Context: an optimization exercise on an open-source flow, tuned for small area and a short achievable clock period. The choices shown serve that exercise and are no tape-out recipe. Function was checked by simulation only, so behaviour that the tests miss may differ from the original. No activity file was given, so power comes from the tool's default toggle rates.

## flow/design.v (module list and top-level ports; edited modules follow where they fit)
// module priority_scan_encoder: 1186 lines
module priority_scan_encoder #(
    parameter int WIDTH     = 256,
    parameter int IDXW      = $clog2(WIDTH),
    parameter bit MSB_FIRST = 1'b1
) (
    input  logic              clk,
    input  logic              rst_n,
    input  logic              in_valid,
    output logic              in_ready,
    input  logic [WIDTH-1:0]  in_vec,
    input  logic              abort,
    output logic              out_valid,
    input  logic              out_ready,
    output logic [IDXW-1:0]   out_index,
    output logic              out_last,
    output logic [IDXW:0]     out_remaining,
    output logic              zero_pulse
);
  // ...
==> flow/flow/run.sh <==
#!/bin/bash
# The standard layout (standard.sh) with two changes:
#  * synthesis: yosys's synth runs with -noabc, so the early quick abc pass
#    does not restructure the popcount tree before full adders are extracted
#    (fewer inverters around the adder cells); everything else in the
#    synthesis script is unchanged, the final abc mapping included.
#  * port buffers are buf_2 cells (BUFFER_PORTS_ARGS) instead of the delay
#    cells the resizer picks by default.
set -euo pipefail
export SYNTH_ARGS=-noabc
export BUFFER_PORTS_ARGS="-inputs -outputs -buffer_cell sky130_fd_sc_hd__buf_2"
bash standard.sh > standard_flow.log 2>&1
==> flow/standard.sh <==
#!/bin/bash
# synth_recipe.tcl (not shown) runs the flow's synth.tcl, then flattens the netlist and writes it again
# the make line also repeats each setting of config.mk as NAME=value (left out here)
make -C /OpenROAD-flow-scripts/flow DESIGN_CONFIG=/design/flow/config.mk WORK_HOME=/design/flow/orfs CLKGATE_MAP_FILE= SYNTH_SCRIPT=/design/flow/synth_recipe.tcl "${@:-finish}"
==> flow/config.mk <==
export PLATFORM = sky130hd
export DESIGN_NAME = priority_scan_encoder
export DESIGN_NICKNAME = priority_scan_encoder
export VERILOG_FILES = /design/flow/design.v
export SDC_FILE = /design/flow/constraint.sdc
export NUM_CORES = 4
export LEC_CHECK = 0
export CAP_MARGIN = 20
export CORE_MARGIN = 2
export CORE_UTILIZATION = 55
export SETUP_SLACK_MARGIN = 4.2
export SLEW_MARGIN = 20
export TNS_END_PERCENT = 100
==> flow/constraint.sdc <==
create_clock -name core_clock -period 10.0 [get_ports {clk}]
set_input_delay 2.0000 -clock core_clock [delete_from_list [all_inputs] [get_ports {clk}]]
set_output_delay 2.0000 -clock core_clock [all_outputs]
set_load 0.01 [all_outputs]
==> results.toml, run 1 <==
[timing]
worstMarginPinSlew_ps = 1150

[final_layout]
multi_input_area_share = 0.517
largestClassByArea = "multi-input combinational cells"
final_core_util = 0.641
design.seq.count = 289
top_register = "pend"
buffers_excl_clock = 306

[setup_path]
worst-setup-path-type = "in -> reg"
reg2reg_depth = 10
crit_path_cell_trace = "buf_2, inv_1, ha_1, nor3b_1, nand4_1, nor4_2, a21boi_1, o311ai_4, buf_4, nand2_1, a31oi_1, nand3b_1, a211oi_1, o32ai_1"
cp.arrival_ps = 6080

[global_routing]
grtUsageMet3 = 0.106
antenna_found_initial = 4

[floorplanning]
io_pins = 282

[clocking]
root_buffer = "clkbuf_16"
post_cts_buffers = 4

[pwr]
swShare = 0.410

[logic_synthesis]
synthTopCellsByCount = "edfxtp_1, fa_1, inv_1"
synth_seq_area_share = 0.372

[drt]
top_layer_used = "met5"
wl_um = 89300

[placement]
place.gp.congestion = 1.13
dp_hpwl_um = 73900

[hold_path]
holdPathStages = 3

[outcome]
status = "no timing/DRC/antenna violations"
==> inputs of run 2 (changes only) <==
--- a/flow/design.v
+++ b/flow/design.v
@@ -11,17 +11,17 @@
     input  logic              abort,
     output logic              out_valid,
     input  logic              out_ready,
     output logic [IDXW-1:0]   out_index,
     output logic              out_last,
     output logic [IDXW:0]     out_remaining,
     output logic              zero_pulse
 );
-    localparam int NCUT = 23;
+    localparam int NCUT = 17;
     logic             alive;       
     logic             busy;        
     logic             zp;          
     logic [WIDTH-1:0] pend;        
     logic [NCUT-1:0]  cq;          
     logic ps_1;
     logic ps_2;
     logic ps_3;
@@ -489,16 +489,26 @@
     logic ps_465;
     logic ps_466;
     logic ps_467;
     logic ps_468;
     logic ps_469;
     logic ps_470;
     logic ps_471;
     logic ps_472;
+    logic ps_473;
+    logic ps_474;
+    logic ps_475;
+    logic ps_476;
+    logic ps_477;
+    logic ps_478;
+    logic ps_479;
+    logic ps_480;
+    logic ps_481;
+    logic ps_482;
     assign ps_1 = in_vec[0] ^ in_vec[100] ^ in_vec[101];
     assign ps_2 = (in_vec[0] & in_vec[100]) | (in_vec[0] & in_vec[101]) | (in_vec[100] & in_vec[101]);
     assign ps_3 = in_vec[102] ^ in_vec[103] ^ in_vec[104];
     assign ps_4 = (in_vec[102] & in_vec[103]) | (in_vec[102] & in_vec[104]) | (in_vec[103] & in_vec[104]);
     assign ps_5 = in_vec[105] ^ in_vec[106] ^ in_vec[107];
     assign ps_6 = (in_vec[105] & in_vec[106]) | (in_vec[105] & in_vec[107]) | (in_vec[106] & in_vec[107]);
     assign ps_7 = in_vec[108] ^ in_vec[109] ^ in_vec[10];
     assign ps_8 = (in_vec[108] & in_vec[109]) | (in_vec[108] & in_vec[10]) | (in_vec[109] & in_vec[10]);
@@ -929,119 +939,103 @@
     assign ps_433 = ps_417 ^ ps_419 ^ ps_421;
     assign ps_434 = (ps_417 & ps_419) | (ps_417 & ps_421) | (ps_419 & ps_421);
     assign ps_435 = ps_423 ^ ps_425 ^ ps_427;
     assign ps_436 = (ps_423 & ps_425) | (ps_423 & ps_427) | (ps_425 & ps_427);
     assign ps_437 = ps_376 ^ ps_378 ^ ps_429;
     assign ps_438 = (ps_376 & ps_378) | (ps_376 & ps_429) | (ps_378 & ps_429);
     assign ps_439 = ps_431 ^ ps_433 ^ ps_435;
     assign ps_440 = (ps_431 & ps_433) | (ps_431 & ps_435) | (ps_433 & ps_435);
-    assign ps_441 = ps_382 ^ ps_384 ^ ps_386;
-    assign ps_442 = (ps_382 & ps_384) | (ps_382 & ps_386) | (ps_384 & ps_386);
-    assign ps_443 = ps_388 ^ ps_390 ^ ps_392;
-    assign ps_444 = (ps_388 & ps_390) | (ps_388 & ps_392) | (ps_390 & ps_392);
-    assign ps_445 = ps_394 ^ ps_396 ^ ps_398;
-    assign ps_446 = (ps_394 & ps_396) | (ps_394 & ps_398) | (ps_396 & ps_398);
-    assign ps_447 = ps_400 ^ ps_402 ^ ps_404;
-    assign ps_448 = (ps_400 & ps_402) | (ps_400 & ps_404) | (ps_402 & ps_404);
-    assign ps_449 = ps_406 ^ ps_408 ^ ps_410;
-    assign ps_450 = (ps_406 & ps_408) | (ps_406 & ps_410) | (ps_408 & ps_410);
-    assign ps_451 = ps_412 ^ ps_414 ^ ps_416;
-    assign ps_452 = (ps_412 & ps_414) | (ps_412 & ps_416) | (ps_414 & ps_416);
-    assign ps_453 = ps_441 ^ ps_443 ^ ps_445;
-    assign ps_454 = (ps_441 & ps_443) | (ps_441 & ps_445) | (ps_443 & ps_445);
-    assign ps_455 = ps_418 ^ ps_420 ^ ps_422;
-    assign ps_456 = (ps_418 & ps_420) | (ps_418 & ps_422) | (ps_420 & ps_422);
-    assign ps_457 = ps_424 ^ ps_426 ^ ps_428;
-    assign ps_458 = (ps_424 & ps_426) | (ps_424 & ps_428) | (ps_426 & ps_428);
-    assign ps_459 = ps_447 ^ ps_449 ^ ps_451;
-    assign ps_460 = (ps_447 & ps_449) | (ps_447 & ps_451) | (ps_449 & ps_451);
-    assign ps_461 = ps_453 ^ ps_430 ^ ps_432;
-    assign ps_462 = (ps_453 & ps_430) | (ps_453 & ps_432) | (ps_430 & ps_432);
-    assign ps_463 = ps_434 ^ ps_436 ^ ps_455;
-    assign ps_464 = (ps_434 & ps_436) | (ps_434 & ps_455) | (ps_436 & ps_455);
-    assign ps_465 = ps_442 ^ ps_444 ^ ps_446;
-    assign ps_466 = (ps_442 & ps_444) | (ps_442 & ps_446) | (ps_444 & ps_446);
-    assign ps_467 = ps_448 ^ ps_450 ^ ps_452;
-    assign ps_468 = (ps_448 & ps_450) | (ps_448 & ps_452) | (ps_450 & ps_452);
-    assign ps_469 = ps_465 ^ ps_454 ^ ps_456;
-    assign ps_470 = (ps_465 & ps_454) | (ps_465 & ps_456) | (ps_454 & ps_456);
-    assign ps_471 = ps_458 ^ ps_460 ^ ps_467;
-    assign ps_472 = (ps_458 & ps_460) | (ps_458 & ps_467) | (ps_460 & ps_467);
+    assign ps_441 = ps_380 ^ ps_437 ^ ps_439;
+    assign ps_442 = (ps_380 & ps_437) | (ps_380 & ps_439) | (ps_437 & ps_439);
+    assign ps_443 = ps_382 ^ ps_384 ^ ps_386;
+    assign ps_444 = (ps_382 & ps_384) | (ps_382 & ps_386) | (ps_384 & ps_386);
+    assign ps_445 = ps_388 ^ ps_390 ^ ps_392;
+    assign ps_446 = (ps_388 & ps_390) | (ps_388 & ps_392) | (ps_390 & ps_392);
+    assign ps_447 = ps_394 ^ ps_396 ^ ps_398;
+    assign ps_448 = (ps_394 & ps_396) | (ps_394 & ps_398) | (ps_396 & ps_398);
+    assign ps_449 = ps_400 ^ ps_402 ^ ps_404;
+    assign ps_450 = (ps_400 & ps_402) | (ps_400 & ps_404) | (ps_402 & ps_404);
+    assign ps_451 = ps_406 ^ ps_408 ^ ps_410;
+    assign ps_452 = (ps_406 & ps_408) | (ps_406 & ps_410) | (ps_408 & ps_410);
+    assign ps_453 = ps_412 ^ ps_414 ^ ps_416;
+    assign ps_454 = (ps_412 & ps_414) | (ps_412 & ps_416) | (ps_414 & ps_416);
+    assign ps_455 = ps_443 ^ ps_445 ^ ps_447;
+    assign ps_456 = (ps_443 & ps_445) | (ps_443 & ps_447) | (ps_445 & ps_447);
+    assign ps_457 = ps_418 ^ ps_420 ^ ps_422;
+    assign ps_458 = (ps_418 & ps_420) | (ps_418 & ps_422) | (ps_420 & ps_422);
+    assign ps_459 = ps_424 ^ ps_426 ^ ps_428;
+    assign ps_460 = (ps_424 & ps_426) | (ps_424 & ps_428) | (ps_426 & ps_428);
+    assign ps_461 = ps_449 ^ ps_451 ^ ps_453;
+    assign ps_462 = (ps_449 & ps_451) | (ps_449 & ps_453) | (ps_451 & ps_453);
+    assign ps_463 = ps_455 ^ ps_430 ^ ps_432;
+    assign ps_464 = (ps_455 & ps_430) | (ps_455 & ps_432) | (ps_430 & ps_432);
+    assign ps_465 = ps_434 ^ ps_436 ^ ps_457;
+    assign ps_466 = (ps_434 & ps_436) | (ps_434 & ps_457) | (ps_436 & ps_457);
+    assign ps_467 = ps_459 ^ ps_461 ^ ps_438;
+    assign ps_468 = (ps_459 & ps_461) | (ps_459 & ps_438) | (ps_461 & ps_438);
+    assign ps_469 = ps_440 ^ ps_463 ^ ps_465;
+    assign ps_470 = (ps_440 & ps_463) | (ps_440 & ps_465) | (ps_463 & ps_465);
+    assign ps_471 = ps_444 ^ ps_446 ^ ps_448;
+    assign ps_472 = (ps_444 & ps_446) | (ps_444 & ps_448) | (ps_446 & ps_448);
+    assign ps_473 = ps_450 ^ ps_452 ^ ps_454;
+    assign ps_474 = (ps_450 & ps_452) | (ps_450 & ps_454) | (ps_452 & ps_454);
+    assign ps_475 = ps_471 ^ ps_456 ^ ps_458;
+    assign ps_476 = (ps_471 & ps_456) | (ps_471 & ps_458) | (ps_456 & ps_458);
+    assign ps_477 = ps_460 ^ ps_462 ^ ps_473;
+    assign ps_478 = (ps_460 & ps_462) | (ps_460 & ps_473) | (ps_462 & ps_473);
+    assign ps_479 = ps_464 ^ ps_466 ^ ps_475;
+    assign ps_480 = (ps_464 & ps_466) | (ps_464 & ps_475) | (ps_466 & ps_475);
+    assign ps_481 = ps_472 ^ ps_474 ^ ps_476;
+    assign ps_482 = (ps_472 & ps_474) | (ps_472 & ps_476) | (ps_474 & ps_476);
     logic [NCUT-1:0] cd;    
     assign cd[0] = ps_251;    
     assign cd[1] = ps_253;    
     assign cd[2] = ps_379;    
-    assign cd[3] = ps_380;    
-    assign cd[4] = ps_437;    
-    assign cd[5] = ps_439;    
-    assign cd[6] = ps_457;    
-    assign cd[7] = ps_459;    
-    assign cd[8] = ps_438;    
-    assign cd[9] = ps_440;    
-    assign cd[10] = ps_461;    
-    assign cd[11] = ps_463;    
-    assign cd[12] = ps_462;    
-    assign cd[13] = ps_464;    
-    assign cd[14] = ps_469;    
-    assign cd[15] = ps_471;    
-    assign cd[16] = ps_466;    
-    assign cd[17] = ps_468;    
-    assign cd[18] = ps_470;    
-    assign cd[19] = ps_472;    
-    assign cd[20] = 1'b0;    
-    assign cd[21] = 1'b0;    
-    assign cd[22] = 1'b0;    
+    assign cd[3] = ps_441;    
+    assign cd[4] = ps_442;    
+    assign cd[5] = ps_467;    
+    assign cd[6] = ps_469;    
+    assign cd[7] = ps_477;    
+    assign cd[8] = ps_468;    
+    assign cd[9] = ps_470;    
+    assign cd[10] = ps_479;    
+    assign cd[11] = ps_478;    
+    assign cd[12] = ps_480;    
+    assign cd[13] = ps_481;    
+    assign cd[14] = ps_482;    
+    assign cd[15] = 1'b0;    
+    assign cd[16] = 1'b0;    
     logic qs_1;
     logic qs_2;
     logic qs_3;
     logic qs_4;
     logic qs_5;
     logic qs_6;
     logic qs_7;
     logic qs_8;
     logic qs_9;
     logic qs_10;
     logic qs_11;
     logic qs_12;
-    logic qs_13;
-    logic qs_14;
-    logic qs_15;
-    logic qs_16;
-    logic qs_17;
-    logic qs_18;
-    logic qs_19;
-    logic qs_20;
-    logic qs_21;
-    logic qs_22;
-    assign qs_1 = cq[10] ^ cq[11] ^ cq[6];
-    assign qs_2 = (cq[10] & cq[11]) | (cq[10] & cq[6]) | (cq[11] & cq[6]);
-    assign qs_3 = cq[12] ^ cq[13];
-    assign qs_4 = cq[12] & cq[13];
-    assign qs_5 = cq[16] ^ cq[17];
-    assign qs_6 = cq[16] & cq[17];
-    assign qs_7 = cq[7] ^ cq[8];
-    assign qs_8 = cq[7] & cq[8];
-    assign qs_9 = cq[14] ^ cq[15] ^ qs_3;
-    assign qs_10 = (cq[14] & cq[15]) | (cq[14] & qs_3) | (cq[15] & qs_3);
-    assign qs_11 = cq[18] ^ cq[19] ^ qs_4;
-    assign qs_12 = (cq[18] & cq[19]) | (cq[18] & qs_4) | (cq[19] & qs_4);
-    assign qs_13 = cq[3] ^ cq[4];
-    assign qs_14 = cq[3] & cq[4];
-    assign qs_15 = cq[9] ^ qs_7 ^ qs_1;
-    assign qs_16 = (cq[9] & qs_7) | (cq[9] & qs_1) | (qs_7 & qs_1);
-    assign qs_17 = qs_8 ^ qs_2 ^ qs_9;
-    assign qs_18 = (qs_8 & qs_2) | (qs_8 & qs_9) | (qs_2 & qs_9);
-    assign qs_19 = qs_5 ^ qs_11 ^ qs_10;
-    assign qs_20 = (qs_5 & qs_11) | (qs_5 & qs_10) | (qs_11 & qs_10);
-    assign qs_21 = cq[20] ^ qs_6 ^ qs_12;
-    assign qs_22 = (cq[20] & qs_6) | (cq[20] & qs_12) | (qs_6 & qs_12);
+    assign qs_1 = cq[4] ^ cq[5] ^ cq[6];
+    assign qs_2 = (cq[4] & cq[5]) | (cq[4] & cq[6]) | (cq[5] & cq[6]);
+    assign qs_3 = cq[10] ^ cq[7] ^ cq[8];
+    assign qs_4 = (cq[10] & cq[7]) | (cq[10] & cq[8]) | (cq[7] & cq[8]);
+    assign qs_5 = cq[9] ^ qs_2 ^ qs_3;
+    assign qs_6 = (cq[9] & qs_2) | (cq[9] & qs_3) | (qs_2 & qs_3);
+    assign qs_7 = cq[11] ^ cq[12] ^ cq[13];
+    assign qs_8 = (cq[11] & cq[12]) | (cq[11] & cq[13]) | (cq[12] & cq[13]);
+    assign qs_9 = qs_4 ^ qs_7 ^ qs_6;
+    assign qs_10 = (qs_4 & qs_7) | (qs_4 & qs_6) | (qs_7 & qs_6);
+    assign qs_11 = cq[14] ^ qs_8 ^ qs_10;
+    assign qs_12 = (cq[14] & qs_8) | (cq[14] & qs_10) | (qs_8 & qs_10);
     logic [IDXW:0] sum_a, sum_b, total, total_m1;
-    assign sum_a = {cq[22], qs_22, qs_20, qs_18, qs_16, qs_14, qs_13, cq[2], cq[0]};
-    assign sum_b = {1'b0, cq[21], qs_21, qs_19, qs_17, qs_15, cq[5], 1'b0, cq[1]};
+    assign sum_a = {cq[16], cq[15], qs_11, qs_9, qs_5, qs_1, cq[3], cq[2], cq[0]};
+    assign sum_b = {1'b0, qs_12, 1'b0, 1'b0, 1'b0, 1'b0, 1'b0, 1'b0, cq[1]};
     logic [IDXW:0] g0, p0;
     assign g0 = sum_a & sum_b;
     assign p0 = sum_a ^ sum_b;
     logic [IDXW:0] gk [0:4];
     logic [IDXW:0] pk [0:4];
     always_comb begin
         gk[0] = g0;
         pk[0] = p0;
@@ -1059,16 +1053,19 @@
     end
     assign total    = p0 ^ {gk[4][IDXW-1:0], 1'b0};
     assign total_m1 = total - 1'b1;
     localparam logic [IDXW:0] ONE = (IDXW+1)'(1);
     logic last;
     assign last = ((sum_a ^ sum_b ^ ONE) ==
                    {((sum_a[IDXW-1:0] & sum_b[IDXW-1:0]) |
                      ((sum_a[IDXW-1:0] | sum_b[IDXW-1:0]) & ~ONE[IDXW-1:0])), 1'b0});
+    logic [3:0]  c_grp;
+    logic [15:0] g_lt;
+    logic [15:0] c_bits;
     function automatic logic [4:0] pe16(input logic [15:0] v);
         logic [7:0] a1; logic       i1 [0:7];
         logic [3:0] a2; logic [1:0] i2 [0:3];
         logic [1:0] a3; logic [2:0] i3 [0:1];
         for (int i = 0; i < 8; i++) begin
             a1[i] = v[2*i+1] | v[2*i];
             i1[i] = v[2*i+1];
         end
@@ -1077,52 +1074,40 @@
             i2[i] = a1[2*i+1] ? {1'b1, i1[2*i+1]} : {1'b0, i1[2*i]};
         end
         for (int i = 0; i < 2; i++) begin
             a3[i] = a2[2*i+1] | a2[2*i];
             i3[i] = a2[2*i+1] ? {1'b1, i2[2*i+1]} : {1'b0, i2[2*i]};
         end
         pe16 = {a3[1] | a3[0], a3[1] ? {1'b1, i3[1]} : {1'b0, i3[0]}};
     endfunction
-    function automatic logic [IDXW-1:0] pe256(input logic [WIDTH-1:0] v);
-        logic [15:0] any;
-        logic [3:0]  idx [0:15];
-        logic [4:0]  r, t;
-        for (int g = 0; g < 16; g++) begin
-            r = pe16(v[16*g +: 16]);
-            any[g] = r[4];
-            idx[g] = r[3:0];
-        end
-        t = pe16(any);
-        pe256 = {t[3:0], idx[t[3:0]]};
-    endfunction
-    logic [IDXW-1:0] idx_q;       
-    logic [15:0]     g_any;       
-    logic [3:0]      g_idx [0:15];
+    logic [15:0] g_any;           
+    logic [3:0]  g_idx [0:15];    
     always_comb begin
         for (int g = 0; g < 16; g++) begin
             logic [4:0] r;
             r = pe16(pend[16*g +: 16]);
             g_any[g] = r[4];
             g_idx[g] = r[3:0];
         end
     end
-    logic [3:0]      c_hi, c_lo;
-    logic [15:0]     c_bits, g_lt;
     logic [4:0]      c_pe, g_pe;
-    logic [IDXW-1:0] nxt;
+    logic [IDXW-1:0] win;
+    logic [3:0]      win_hi, win_lo;
+    assign c_pe   = pe16(c_bits);
+    assign g_pe   = pe16(g_any & g_lt);
+    assign win_hi = c_pe[4] ? c_grp : g_pe[3:0];
+    assign win_lo = c_pe[4] ? c_pe[3:0] : g_idx[g_pe[3:0]];
+    assign win    = {win_hi, win_lo};
+    logic [15:0] c_bits_nxt, g_lt_nxt;
     always_comb begin
         logic [15:0] grp;
-        {c_hi, c_lo} = idx_q;
-        grp = pend[16*c_hi +: 16];
-        for (int k = 0; k < 16; k++) c_bits[k] = grp[k] && (4'(k) < c_lo);
-        for (int g = 0; g < 16; g++) g_lt[g] = (4'(g) < c_hi);
-        c_pe = pe16(c_bits);
-        g_pe = pe16(g_any & g_lt);
-        nxt  = c_pe[4] ? {c_hi, c_pe[3:0]} : {g_pe[3:0], g_idx[g_pe[3:0]]};
+        grp = pend[16*win_hi +: 16];
+        for (int k = 0; k < 16; k++) c_bits_nxt[k] = grp[k] && (4'(k) < win_lo);
+        for (int g = 0; g < 16; g++) g_lt_nxt[g] = (4'(g) < win_hi);
     end
     wire accept  = in_valid && alive && !busy && !abort;
     wire deliver = busy && out_ready && !abort;
     wire nonzero = |in_vec;
     always_ff @(posedge clk or negedge rst_n) begin
         if (!rst_n) begin
             alive <= 1'b0;
             busy  <= 1'b0;
@@ -1133,54 +1118,48 @@
             if (accept)
                 busy <= nonzero;
             else if (busy && abort)
                 busy <= 1'b0;
             else if (deliver && last)
                 busy <= 1'b0;
         end
     end
-    wire keep = busy && !abort;
     logic [IDXW:0]   total_nxt;
     assign total_nxt = deliver ? total_m1 : total;
     logic [NCUT-1:0] cq_nxt;
-    assign cq_nxt[0] = accept ? cd[0] : (keep && total_nxt[0]);
-    assign cq_nxt[1] = accept && cd[1];
-    assign cq_nxt[2] = accept ? cd[2] : (keep && total_nxt[1]);
-    assign cq_nxt[3] = accept ? cd[3] : (keep && total_nxt[2]);
-    assign cq_nxt[4] = accept && cd[4];
-    assign cq_nxt[5] = accept && cd[5];
-    assign cq_nxt[6] = accept ? cd[6] : (keep && total_nxt[3]);
-    assign cq_nxt[7] = accept && cd[7];
-    assign cq_nxt[8] = accept && cd[8];
-    assign cq_nxt[9] = accept && cd[9];
-    assign cq_nxt[10] = accept && cd[10];
-    assign cq_nxt[11] = accept && cd[11];
-    assign cq_nxt[12] = accept ? cd[12] : (keep && total_nxt[4]);
-    assign cq_nxt[13] = accept && cd[13];
-    assign cq_nxt[14] = accept && cd[14];
-    assign cq_nxt[15] = accept && cd[15];
-    assign cq_nxt[16] = accept ? cd[16] : (keep && total_nxt[5]);
-    assign cq_nxt[17] = accept && cd[17];
-    assign cq_nxt[18] = accept && cd[18];
-    assign cq_nxt[19] = accept && cd[19];
-    assign cq_nxt[20] = accept ? cd[20] : (keep && total_nxt[6]);
-    assign cq_nxt[21] = accept ? cd[21] : (keep && total_nxt[7]);
-    assign cq_nxt[22] = accept ? cd[22] : (keep && total_nxt[8]);
-    always_ff @(posedge clk or negedge rst_n) begin
-        if (!rst_n) cq <= '0;
-        else        cq <= cq_nxt;
-    end
+    assign cq_nxt[0] = busy ? total_nxt[0] : cd[0];
+    assign cq_nxt[1] = !busy && cd[1];
+    assign cq_nxt[2] = busy ? total_nxt[1] : cd[2];
+    assign cq_nxt[3] = busy ? total_nxt[2] : cd[3];
+    assign cq_nxt[4] = busy ? total_nxt[3] : cd[4];
+    assign cq_nxt[5] = !busy && cd[5];
+    assign cq_nxt[6] = !busy && cd[6];
+    assign cq_nxt[7] = busy ? total_nxt[4] : cd[7];
+    assign cq_nxt[8] = !busy && cd[8];
+    assign cq_nxt[9] = !busy && cd[9];
+    assign cq_nxt[10] = !busy && cd[10];
+    assign cq_nxt[11] = busy ? total_nxt[5] : cd[11];
+    assign cq_nxt[12] = !busy && cd[12];
+    assign cq_nxt[13] = !busy && cd[13];
+    assign cq_nxt[14] = busy ? total_nxt[6] : cd[14];
+    assign cq_nxt[15] = busy ? total_nxt[7] : cd[15];
+    assign cq_nxt[16] = busy ? total_nxt[8] : cd[16];
+    always_ff @(posedge clk) cq <= cq_nxt;
     always_ff @(posedge clk) begin
         if (!busy) begin
             pend <= in_vec;
-            idx_q <= pe256(in_vec);
+            c_grp  <= '0;
+            g_lt   <= '1;
+            c_bits <= '0;
         end else if (deliver) begin
-            idx_q <= nxt;
+            c_grp  <= win_hi;
+            g_lt   <= g_lt_nxt;
+            c_bits <= c_bits_nxt;
         end
     end
     assign in_ready      = alive && !busy;
     assign out_valid     = busy;
-    assign out_index     = idx_q;
-    assign out_last      = last;
-    assign out_remaining = total;
+    assign out_index     = win;
+    assign out_last      = busy && last;
+    assign out_remaining = busy ? total : '0;
     assign zero_pulse    = zp;
 endmodule
==> flow/flow/run.sh (replaced) <==
#!/bin/bash
# The standard layout, with one change: no full/half adder cells are
# extracted in synthesis (ADDER_MAP_FILE empty), so abc maps the popcount
# tree to plain gates, which are faster than the library's adder cells.
# The synthesis script itself (standard.sh synth) is otherwise unchanged.
set -euo pipefail
export ADDER_MAP_FILE=
bash standard.sh > standard_flow.log 2>&1
==> flow/config.mk (replaced) <==
export PLATFORM = sky130hd
export DESIGN_NAME = priority_scan_encoder
export DESIGN_NICKNAME = priority_scan_encoder
export VERILOG_FILES = /design/flow/design.v
export SDC_FILE = /design/flow/constraint.sdc
export NUM_CORES = 4
export LEC_CHECK = 0
export CAP_MARGIN = 20
export CORE_MARGIN = 2
export CORE_UTILIZATION = 35
export SETUP_SLACK_MARGIN = 4.0
export SLEW_MARGIN = 20
export TNS_END_PERCENT = 100
==> results.toml, run 2 <==
[timing]
finalSetupViolations = 0
final.setup.tns_ps = 0
maxSlewHeadroom = 0.219
clock.fmax_mhz = 159
drv_slew = 0
fin_crit_ps = 6280
hold_viol = 0
finClkSkew_ps = 25.6
rsz0062_at_grt = "yes"
layout_setup_ws_ps = 3720
worstMarginPinSlew_ps = 1160
period_share = 0.628

[logic_synthesis]
syn_area_um2 = 24200
synthArstFlopShare = 0.00968
yosysWarnings = 58
synth_fp_nets = 2426
synthTopCellsByArea = "edfxtp_1, xnor3_1, maj3_1"
synth_area_leader_cell = "edfxtp_1"
synthTopCellsByCount = "edfxtp_1, maj3_1, nor2_1"
avgSynthCellArea_um2 = 11.2
yosys.area.top_type_share = 0.317
synth-seq-cells = 310
synth_seq_area_share = 0.363
synth.most_common_cell = "edfxtp_1"
synth-edff-count = 256
synth_ff_type = "edfxtp_1"
synthCells = 2165
synthDistinctLibCells = 96

[pwr]
powerDensity_nw_per_um2 = 325
peakVddDrop_mv = 1.02
total_power_w = 0.00999
leakagePower_nw = 12.0

[drt]
vias = 21143
wl_um = 112000
drt-initial-drc-count = 2416
firstDrtPassIters = 5
drc = 0
routedWlPerCell_um = 32.1
ant_nets = 0
avgViaCountPerCell = 6.05

[setup_path]
cp.arrival_ps = 4280
r2r_slack_ps = 3990
worst-setup-path-type = "reg -> out"
start_kind = "flip-flop"
cp.required_ps = 8000
crit_fanout = 6
reg2reg_depth = 18
reg2reg_from = "pend[166]$_DFFE_PN_"
critPathTopFamily = "compound AO/OA/AOI/OAI gates"
critPathMostFrequentCell = "buf_4"
cp_slowest_cell = "or4_4"
crit_path_cell_trace = "or4_4, o41ai_4, buf_4, and4_4, buf_12, buf_4, buf_4, nor2_4, o31ai_1, o21bai_1, o21ai_0, nand4_1, a311o_1, buf_2"
end_kind = "output pin"
path_buf_inv = 5
cpPeakStageDelay_ps = 610
timing.rr.end = "c_bits[6]$_SDFFE_PN0P_"

[floorplanning]
start_util = 0.353
coreArea_um2 = 68600
dieArea_um2 = 71300
io_pins = 282
die_w_um = 267
die-height_um = 267
rows = 96

[global_routing]
met2_usage = 0.507
grt_pass1_vias = 20643
grt_pass1_wl_um = 155000
antenna_found_initial = 6
busiest_layer = "met2"
grtUsageTotal = 0.310
grt_overflow_total = 0
grt_max_degree = 102
grt.met1_usage = 0.406
grtUsageMet3 = 0.0512

[clocking]
h-tree-depth = 2
cts_made_buffers = 40
root_buffer = "clkbuf_16"
cts.sinks = 310
clk_path_buf_depth = 3
clock_latency_ps = 580
hold_buffers = 0
cts_tree = "yes"
clkTransAtPathRegs_ps = 60

[final_layout]
largest_registers = "pend x256, cq x17"
area_growth_pct = 26.9
regArea_um2 = 8780
top_register = "pend"
largest_reg_flops = 256
layout_commonest_cell = "clkdlybuf4s50_1"
fin_nets = 2793
mostFrequentLayoutCells = "clkdlybuf4s50_1, edfxtp_1, maj3_1, nor2_1, nand2_1"
fillers = 6466
multi_input_area_um2 = 15500
drive_gt1_frac = 0.114

[placement]
dpl_worst_slack_ps = 3050
place.gp.congestion = 1.02
port_buffers = 281
dp_hpwl_um = 89900

[hold_path]
hold_path_end = "c_grp[3]$_SDFFE_PN0P_"
hold_path.class = "reg -> reg"
holdPathStages = 2
min_from = "c_grp[3]$_SDFFE_PN0P_"

[outcome]
status = "no timing/DRC/antenna violations"

[flow_run]
max_cap_viol_count = 0
## run 2: cell types whose count changed in the layout (fill, tap and decap cells not counted), moves of 64 or more
cell             previous run  this run
mux4_2                     71         0
buf_4                      24        94
clkdlybuf4s50_1             0       263
xnor3_1                     0       130
fa_1                      242         0
nand2_1                    74       150
inv_1                     181        78
xnor2_1                    13       117
buf_2                     281         4
maj3_1                      0       231
mux2i_1                    14        78
## run 2: worst max-delay path by stage
| stage | end | cells after the start | slack [ps] | from |
|---|---|---|---|---|
| final | out_index[1] | 14 | 3720 | pend[166]$_DFFE_PN_ |
| after global routing | out_index[3] | 12 | 3610 | pend[187]$_DFFE_PN_ |
| after CTS | out_index[1] | 12 | 3760 | pend[156]$_DFFE_PN_ |
| after detailed placement | out_index[0] | 11 | 3050 | pend[139]$_DFFE_PN_ |
| after global placement | out_index[0] | 11 | 2860 | pend[139]$_DFFE_PN_ |
| after floorplan | out_index[0] | 11 | 4530 | pend[74]$_DFFE_PN_ |
## run 2: area by class of cell
cell class | instances | share of cell area
clock buffers | 46 | 0.0333
repair buffers | 388 | 0.121
clock inverters | 25 | 0.00769
well taps | 931 | 0.0379
multi-input cells | 1710 | 0.504
flip-flops and latches | 310 | 0.286
inverters | 82 | 0.0107
diodes | 3 | 0.000244
## run 2: logic make-up after synthesis
| family | count (synthesis) | synth area share |
|---|---|---|
| and+or+nand+nor | 628 | 0.135 |
| AOI/OAI and AO/OA | 423 | 0.126 |
| xor gates and xnor gates | 340 | 0.220 |
| DFF | 310 | 0.363 |
| adders and majority gates | 232 | 0.0959 |
| buffers and inverters | 149 | 0.0257 |
| muxes | 82 | 0.0341 |
| other | 1 | 0.000155 |
## run 2: metal layers
metal	routed length, um	share of wire	up-vias
met5	38	0.00034	-
met4	5620	0.050	6
met3	8710	0.078	248
met2	52100	0.46	1151
met1	45800	0.41	10630
li1	-	-	9108
## run 2: what timing repair did
item	CTS	global route
gates cloned	6	0
buffers inserted	66	20
gates resized for setup	118	41
pin swaps	46	26
hold endpoints to repair	0	0
endpoints found under the setup margin	26	24
## run 2: worst register-to-register path, delay by kind of cell, from the launching register on
| kind | cells | cell delay (ps) |
|---|---|---|
| DFF | 1 | 450 |
| AOI/OAI and AO/OA | 9 | 2600 |
| buffers and inverters | 6 | 1810 |
| and+or+nand+nor | 3 | 1120 |
## run 2: stage by stage
stage | instances | hold WS (ps) | utilization | instance area (um2)
after detailed placement | 3329 | 457 | 0.409 | 28100
after floorplan | 2165 | 434 | - | 24200
after CTS | 3472 | 465 | 0.443 | 30400
after global placement | 3329 | 443 | 0.409 | 28100
after global routing | 3492 | 487 | 0.448 | 30700
final | 3495 | 460 | 0.448 | 30700
## run 2: where the power goes
| group | switching [W] | internal (W) |
|---|---|---|
| Sequential | 0.000175 | 0.00163 |
| Combinational | 0.00351 | 0.00324 |
| Clock | 0.000628 | 0.000801 |

what the ideal ports hide:
In the flow no input, the clock included, has a driving cell. The finished layouts below were timed again as built, in two steps. Step 1 assumes that a clkbuf_16 drives the clock port and a buf_2 every other input. Step 2 moves the port delays by t, midway between the first and last clock arrival at a register: inputs arrive t later, outputs are due t later. That takes back most of the time a late clock gives input paths. a / b / c = no drivers / after step 1 / after step 2; a / b = the first two.
run | t, ns | setup slack, ns | cell pins on the clock port's net
run 1 | 0.624 | 4.216 / 4.251 / 3.627 | 1
run 2 | 0.635 | 3.724 / 3.656 / 3.481 | 1
After both steps setup and hold are still met in every run listed. The setup slack of run 1, which loses most, moves by +0.035 ns with the drivers and by -0.589 ns with both steps.
